What follows belongs to an exercise in optimizing a design on an open flow for small area and a short achievable clock period; a production flow would make more cautious choices.
The RTL was checked by simulation tests, not by an equivalence proof against the original design.

==> inputs of onyx <==
// gimbal_bilinear_servo_map
module gimbal_bilinear_servo_map (
  input  wire                clk,
  input  wire                rst_n,
  input  wire                start,
  output logic               busy,
  input  wire  signed [15:0] in_pitch_setpoint,
  input  wire  signed [15:0] in_yaw_setpoint,
  output logic               out_valid,
  output logic signed [14:0] out_top_angle_raw,
  output logic signed [14:0] out_bottom_angle_raw,
  output logic        [6:0]  out_top_servo_cmd,
  output logic        [6:0]  out_bottom_servo_cmd,
  input  wire                cfg_valid,
  output logic               cfg_ready,
  input  wire         [0:0]  cfg_index,
  input  wire         [15:0] cfg_data
);
export LEC_CHECK = 0
export ABC_AREA = 1
export CAP_MARGIN = 40
export CORE_MARGIN = 2
export CORE_UTILIZATION = 60
export CTS_BUF_LIST = sky130_fd_sc_hd__clkbuf_16
export CTS_CLUSTER_DIAMETER = 100
export CTS_CLUSTER_SIZE = 25
export PLACE_DENSITY = 0.72
export SLEW_MARGIN = 20
create_clock -name core_clock -period 11.0 [get_ports {clk}]
standard.sh (not shown) runs the stock make flow with config.mk's settings and CLKGATE_MAP_FILE= SYNTH_SCRIPT=/design/flow/synth_recipe.tcl, a recipe that flattens the netlist after the stock synthesis.
==> flow/flow/run.sh <==
#!/bin/bash
# Own layout flow: the standard flow with two changes.
#  1. Between synthesis and floorplan, polar.py removes the inverters that Yosys's
#     full-adder extraction leaves between adders, by choosing each full adder's
#     polarity (fa(~a,~b,~c) = ~fa(a,b,c)). Registers, ports and all other cells stay
#     as synthesis made them.
#  2. The port buffers that global placement inserts are buf_2 cells instead of the
#     default delay buffer.
set -euo pipefail
WORK=$(pwd)
R="$WORK/orfs/results/${FLOW_PLATFORM:-sky130hd}/gimbal_bilinear_servo_map/base"
bash standard.sh synth > "$WORK/synth.log" 2>&1
cp "$R/1_2_yosys.v" "$WORK/synth_netlist.v"
python3 "$WORK/flow/polar.py" "$WORK/synth_netlist.v" "$WORK/polar_netlist.v" > "$WORK/polar.log" 2>&1
cp "$WORK/polar_netlist.v" "$R/1_2_yosys.v"
rm -f "$R/1_synth.odb" "$R/1_synth.sdc"
export BUFFER_PORTS_ARGS="-buffer_cell sky130_fd_sc_hd__buf_2"
bash standard.sh > "$WORK/layout.log" 2>&1
Other scripts of this flow, unchanged in this note and not shown: flow/flow/polar.py
==> inputs of willow, as changes to onyx <==
--- a/flow/design.v
+++ b/flow/design.v
@@ -393,60 +393,14 @@
       6'd31: div5t = 3'd6;
       6'd32: div5t = 3'd6;
       6'd33: div5t = 3'd6;
       6'd34: div5t = 3'd6;
       default: div5t = 'x;
     endcase
   endfunction
-  function automatic logic [7:0] fold_hi(input logic [5:0] a);
-    case (a)
-      6'd0: fold_hi = 8'd75;
-      6'd1: fold_hi = 8'd75;
-      6'd2: fold_hi = 8'd75;
-      6'd3: fold_hi = 8'd75;
-      6'd4: fold_hi = 8'd75;
-      6'd5: fold_hi = 8'd186;
-      6'd6: fold_hi = 8'd186;
-      6'd7: fold_hi = 8'd186;
-      6'd8: fold_hi = 8'd186;
-      6'd9: fold_hi = 8'd186;
-      6'd10: fold_hi = 8'd169;
-      6'd11: fold_hi = 8'd169;
-      6'd12: fold_hi = 8'd169;
-      6'd13: fold_hi = 8'd169;
-      6'd14: fold_hi = 8'd169;
-      6'd15: fold_hi = 8'd152;
-      6'd16: fold_hi = 8'd152;
-      6'd17: fold_hi = 8'd152;
-      6'd18: fold_hi = 8'd152;
-      6'd19: fold_hi = 8'd152;
-      6'd20: fold_hi = 8'd129;
-      6'd44: fold_hi = 8'd1;
-      6'd45: fold_hi = 8'd1;
-      6'd46: fold_hi = 8'd1;
-      6'd47: fold_hi = 8'd1;
-      6'd48: fold_hi = 8'd1;
-      6'd49: fold_hi = 8'd18;
-      6'd50: fold_hi = 8'd18;
-      6'd51: fold_hi = 8'd18;
-      6'd52: fold_hi = 8'd18;
-      6'd53: fold_hi = 8'd18;
-      6'd54: fold_hi = 8'd35;
-      6'd55: fold_hi = 8'd35;
-      6'd56: fold_hi = 8'd35;
-      6'd57: fold_hi = 8'd35;
-      6'd58: fold_hi = 8'd35;
-      6'd59: fold_hi = 8'd52;
-      6'd60: fold_hi = 8'd52;
-      6'd61: fold_hi = 8'd52;
-      6'd62: fold_hi = 8'd52;
-      6'd63: fold_hi = 8'd52;
-      default: fold_hi = 'x;
-    endcase
-  endfunction
   function automatic logic [7:0] x51(input logic [2:0] a);
     case (a)
       3'd0: x51 = 8'd0;
       3'd1: x51 = 8'd51;
       3'd2: x51 = 8'd102;
       3'd3: x51 = 8'd153;
       3'd4: x51 = 8'd204;
@@ -538,19 +492,14 @@
   assign lo_y = in_yaw_setpoint < -16'sd5120;
   assign hi_y = in_yaw_setpoint > 16'sd5120;
   assign cl_y = lo_y | hi_y;
   logic [3:0] i_y;
   always_ff @(posedge clk) i_y <= lo_y ? 4'd0 : hi_y ? 4'd8 : idx_hi(in_yaw_setpoint[13:8]);
   logic [2:0] hm_y;
   always_ff @(posedge clk) hm_y <= cl_y ? 3'd0 : mod_hi(in_yaw_setpoint[13:8]);
-  logic [7:0] fy;
-  always_ff @(posedge clk) fy <= lo_y ? 8'd1 : hi_y ? 8'h81 : fold_hi(in_yaw_setpoint[13:8]);
-  logic fy_m1, fy_m2;
-  logic [2:0] fy_r1, fy_r2;
-  assign {fy_m1, fy_r1, fy_m2, fy_r2} = fy;
   logic [3:0] la_y;
   always_ff @(posedge clk) la_y <= cl_y ? 4'd0 : in_yaw_setpoint[7:4];
   logic [4:0] ls_y;
   always_ff @(posedge clk) ls_y <= cl_y ? 5'd0 : 5'(in_yaw_setpoint[7:4]) + 5'(in_yaw_setpoint[3:0]);
   logic [5:0] t_y;
   logic [7:0] x51_y;
   logic [2:0] ft_y;
@@ -595,18 +544,23 @@
   always_ff @(posedge clk) f_y <= fs_y;
   logic [3:0] ic_y;
   assign ic_y = i_y;
   logic [7:0] yf3;
   always_ff @(posedge clk) yf3 <= f_y;
   logic [7:0] yf4;
   always_ff @(posedge clk) yf4 <= yf3;
+  logic m1, m2;
+  logic [2:0] r1;
+  assign m1 = i_y > 4'd4;
+  assign r1 = m1 ? 3'(4'd8 - i_y) : i_y[2:0];
+  assign m2 = i_y[2];
   logic [5:0] a_dh1;
   logic [5:0] a_dh2;
-  assign a_dh1 = {fy_r1, i_p[2:0] ^ {3{fy_m1}}};
-  assign a_dh2 = {fy_r2, i_p[2:0] ^ {3{fy_m2}}};
+  assign a_dh1 = {r1, i_p[2:0] ^ {3{m1}}};
+  assign a_dh2 = {m2 ? {1'b0, ~i_y[1:0]} : 3'(i_y[1:0] + 3'd1), i_p[2:0] ^ {3{m2}}};
   logic mg_c;
   assign mg_c = (i_y > 4'd4) | (i_y == 4'd4 && i_p > 4'd4);
   logic [0:0] mg;
   always_ff @(posedge clk) mg <= mg_c;
   logic [6:0] a_g;
   always_ff @(posedge clk) a_g <= {mg_c ? 3'(4'd8 - i_y) : i_y[2:0], mg_c ? 4'(4'd8 - i_p) : i_p};
   logic [5:0] a_nd;
CTS_CLUSTER_SIZE = 30   (was 25)
==> inputs of tundra, as changes to onyx <==
--- a/flow/design.v
+++ b/flow/design.v
@@ -393,60 +393,14 @@
       6'd31: div5t = 3'd6;
       6'd32: div5t = 3'd6;
       6'd33: div5t = 3'd6;
       6'd34: div5t = 3'd6;
       default: div5t = 'x;
     endcase
   endfunction
-  function automatic logic [7:0] fold_hi(input logic [5:0] a);
-    case (a)
-      6'd0: fold_hi = 8'd75;
-      6'd1: fold_hi = 8'd75;
-      6'd2: fold_hi = 8'd75;
-      6'd3: fold_hi = 8'd75;
-      6'd4: fold_hi = 8'd75;
-      6'd5: fold_hi = 8'd186;
-      6'd6: fold_hi = 8'd186;
-      6'd7: fold_hi = 8'd186;
-      6'd8: fold_hi = 8'd186;
-      6'd9: fold_hi = 8'd186;
-      6'd10: fold_hi = 8'd169;
-      6'd11: fold_hi = 8'd169;
-      6'd12: fold_hi = 8'd169;
-      6'd13: fold_hi = 8'd169;
-      6'd14: fold_hi = 8'd169;
-      6'd15: fold_hi = 8'd152;
-      6'd16: fold_hi = 8'd152;
-      6'd17: fold_hi = 8'd152;
-      6'd18: fold_hi = 8'd152;
-      6'd19: fold_hi = 8'd152;
-      6'd20: fold_hi = 8'd129;
-      6'd44: fold_hi = 8'd1;
-      6'd45: fold_hi = 8'd1;
-      6'd46: fold_hi = 8'd1;
-      6'd47: fold_hi = 8'd1;
-      6'd48: fold_hi = 8'd1;
-      6'd49: fold_hi = 8'd18;
-      6'd50: fold_hi = 8'd18;
-      6'd51: fold_hi = 8'd18;
-      6'd52: fold_hi = 8'd18;
-      6'd53: fold_hi = 8'd18;
-      6'd54: fold_hi = 8'd35;
-      6'd55: fold_hi = 8'd35;
-      6'd56: fold_hi = 8'd35;
-      6'd57: fold_hi = 8'd35;
-      6'd58: fold_hi = 8'd35;
-      6'd59: fold_hi = 8'd52;
-      6'd60: fold_hi = 8'd52;
-      6'd61: fold_hi = 8'd52;
-      6'd62: fold_hi = 8'd52;
-      6'd63: fold_hi = 8'd52;
-      default: fold_hi = 'x;
-    endcase
-  endfunction
   function automatic logic [7:0] x51(input logic [2:0] a);
     case (a)
       3'd0: x51 = 8'd0;
       3'd1: x51 = 8'd51;
       3'd2: x51 = 8'd102;
       3'd3: x51 = 8'd153;
       3'd4: x51 = 8'd204;
@@ -538,19 +492,14 @@
   assign lo_y = in_yaw_setpoint < -16'sd5120;
   assign hi_y = in_yaw_setpoint > 16'sd5120;
   assign cl_y = lo_y | hi_y;
   logic [3:0] i_y;
   always_ff @(posedge clk) i_y <= lo_y ? 4'd0 : hi_y ? 4'd8 : idx_hi(in_yaw_setpoint[13:8]);
   logic [2:0] hm_y;
   always_ff @(posedge clk) hm_y <= cl_y ? 3'd0 : mod_hi(in_yaw_setpoint[13:8]);
-  logic [7:0] fy;
-  always_ff @(posedge clk) fy <= lo_y ? 8'd1 : hi_y ? 8'h81 : fold_hi(in_yaw_setpoint[13:8]);
-  logic fy_m1, fy_m2;
-  logic [2:0] fy_r1, fy_r2;
-  assign {fy_m1, fy_r1, fy_m2, fy_r2} = fy;
   logic [3:0] la_y;
   always_ff @(posedge clk) la_y <= cl_y ? 4'd0 : in_yaw_setpoint[7:4];
   logic [4:0] ls_y;
   always_ff @(posedge clk) ls_y <= cl_y ? 5'd0 : 5'(in_yaw_setpoint[7:4]) + 5'(in_yaw_setpoint[3:0]);
   logic [5:0] t_y;
   logic [7:0] x51_y;
   logic [2:0] ft_y;
@@ -595,18 +544,23 @@
   always_ff @(posedge clk) f_y <= fs_y;
   logic [3:0] ic_y;
   assign ic_y = i_y;
   logic [7:0] yf3;
   always_ff @(posedge clk) yf3 <= f_y;
   logic [7:0] yf4;
   always_ff @(posedge clk) yf4 <= yf3;
+  logic m1, m2;
+  logic [2:0] r1;
+  assign m1 = i_y > 4'd4;
+  assign r1 = m1 ? 3'(4'd8 - i_y) : i_y[2:0];
+  assign m2 = i_y[2];
   logic [5:0] a_dh1;
   logic [5:0] a_dh2;
-  assign a_dh1 = {fy_r1, i_p[2:0] ^ {3{fy_m1}}};
-  assign a_dh2 = {fy_r2, i_p[2:0] ^ {3{fy_m2}}};
+  assign a_dh1 = {r1, i_p[2:0] ^ {3{m1}}};
+  assign a_dh2 = {m2 ? {1'b0, ~i_y[1:0]} : 3'(i_y[1:0] + 3'd1), i_p[2:0] ^ {3{m2}}};
   logic mg_c;
   assign mg_c = (i_y > 4'd4) | (i_y == 4'd4 && i_p > 4'd4);
   logic [0:0] mg;
   always_ff @(posedge clk) mg <= mg_c;
   logic [6:0] a_g;
   always_ff @(posedge clk) a_g <= {mg_c ? 3'(4'd8 - i_y) : i_y[2:0], mg_c ? 4'(4'd8 - i_p) : i_p};
   logic [5:0] a_nd;
CTS_BUF_LIST = sky130_fd_sc_hd__clkbuf_4 sky130_fd_sc_hd__clkbuf_8   (was sky130_fd_sc_hd__clkbuf_16)
CTS_CLUSTER_DIAMETER = unset   (was 100)
CTS_CLUSTER_SIZE = unset   (was 25)
==> flow_summary.toml <==
[outcome]
status = "no timing/DRC/antenna violations"

[yosys]
synth_cells = 4271

[critical_path]
path_cells = "ha_1 -> nand3_1 -> nand3_1 -> xor2_1 -> nand2_1 -> nand2_1 -> o21a_1 -> inv_1 -> fa_1 -> fa_1 -> ha_1 -> nand3_1 -> nand2_1 -> a21oi_1 -> o21bai_1 -> a21oi_1 -> nor3_1 -> xor2_1"
worstPathArrival_ps = 4440

[die]
coreArea_sq_um = 60580

[clock_network]
cts.reportedPaths.clkPinSlew_ps = 100
(the above is from onyx)
==> flow_summary.toml <==
[cells_and_area]
drive_gt1_frac = 0.04975
largest_registers = "pitch_ofs_r (16), yaw_ofs_r (16)"

[critical_path]
path_cells = "inv_1 -> ha_1 -> inv_1 -> nand2_2 -> nand2_4 -> xor2_1 -> inv_1 -> ha_1 -> inv_1 -> nand2_1 -> nand2_1 -> nand2_1 -> nand3_1 -> o31ai_1 -> o21ai_0"

[clock_network]
cts_tree = "built"
cts.reportedPaths.clkPinSlew_ps = 120

[outcome]
status = "no timing/DRC/antenna violations"
(the above is from willow)
==> flow_summary.toml <==
[global_route]
overflow = 0

[clock_network]
cts.reportedPaths.clkPinSlew_ps = 60

[critical_path]
worstPathArrival_ps = 4820
path_cells = "inv_1 -> ha_1 -> inv_1 -> nand2_2 -> nand2_4 -> xor2_1 -> inv_1 -> ha_1 -> inv_1 -> nand2_1 -> nand2_1 -> nand2_1 -> nand3_1 -> o31ai_1 -> o21ai_0"

[die]
coreArea_sq_um = 60360

[outcome]
status = "no timing/DRC/antenna violations"

[place]
portBuffers = 98

[yosys]
synth_cells = 4221
(the above is from tundra)

static timing again, ports no longer ideal:
No port has a modelled driver above. Below, the same layouts with a new extraction and two added sets of constraints. Step 1: set_driving_cell puts a clkbuf_16 on clk and a buf_2 on each other input, an assumption about the parent block. Step 2 times the ports against the registers' clock, not the clock port: input delays grow and output delays shrink by t, the midpoint of the rising clock arrivals with the driver on. Three values: ideal, step 1, step 2; two values: the first two.
run	shift t [ns]	slack for setup (ns)	worst setup path after step 2	worst register clock-pin slew, ns	worst data-port slew with drivers (ns)
onyx	0.645	7.089 / 7.089 / 6.889	input to register	0.10 / 0.10	0.05
willow	0.682	6.818 / 6.818 / 6.785	input to register	0.12 / 0.12	0.06
tundra	0.734	6.741 / 6.741 / 6.736	input to register	0.07 / 0.07	0.06
After both steps every run listed still meets setup and hold. For onyx, which loses most, drivers alone change the setup slack by 0.000 ns; drivers and shift together by -0.200 ns.
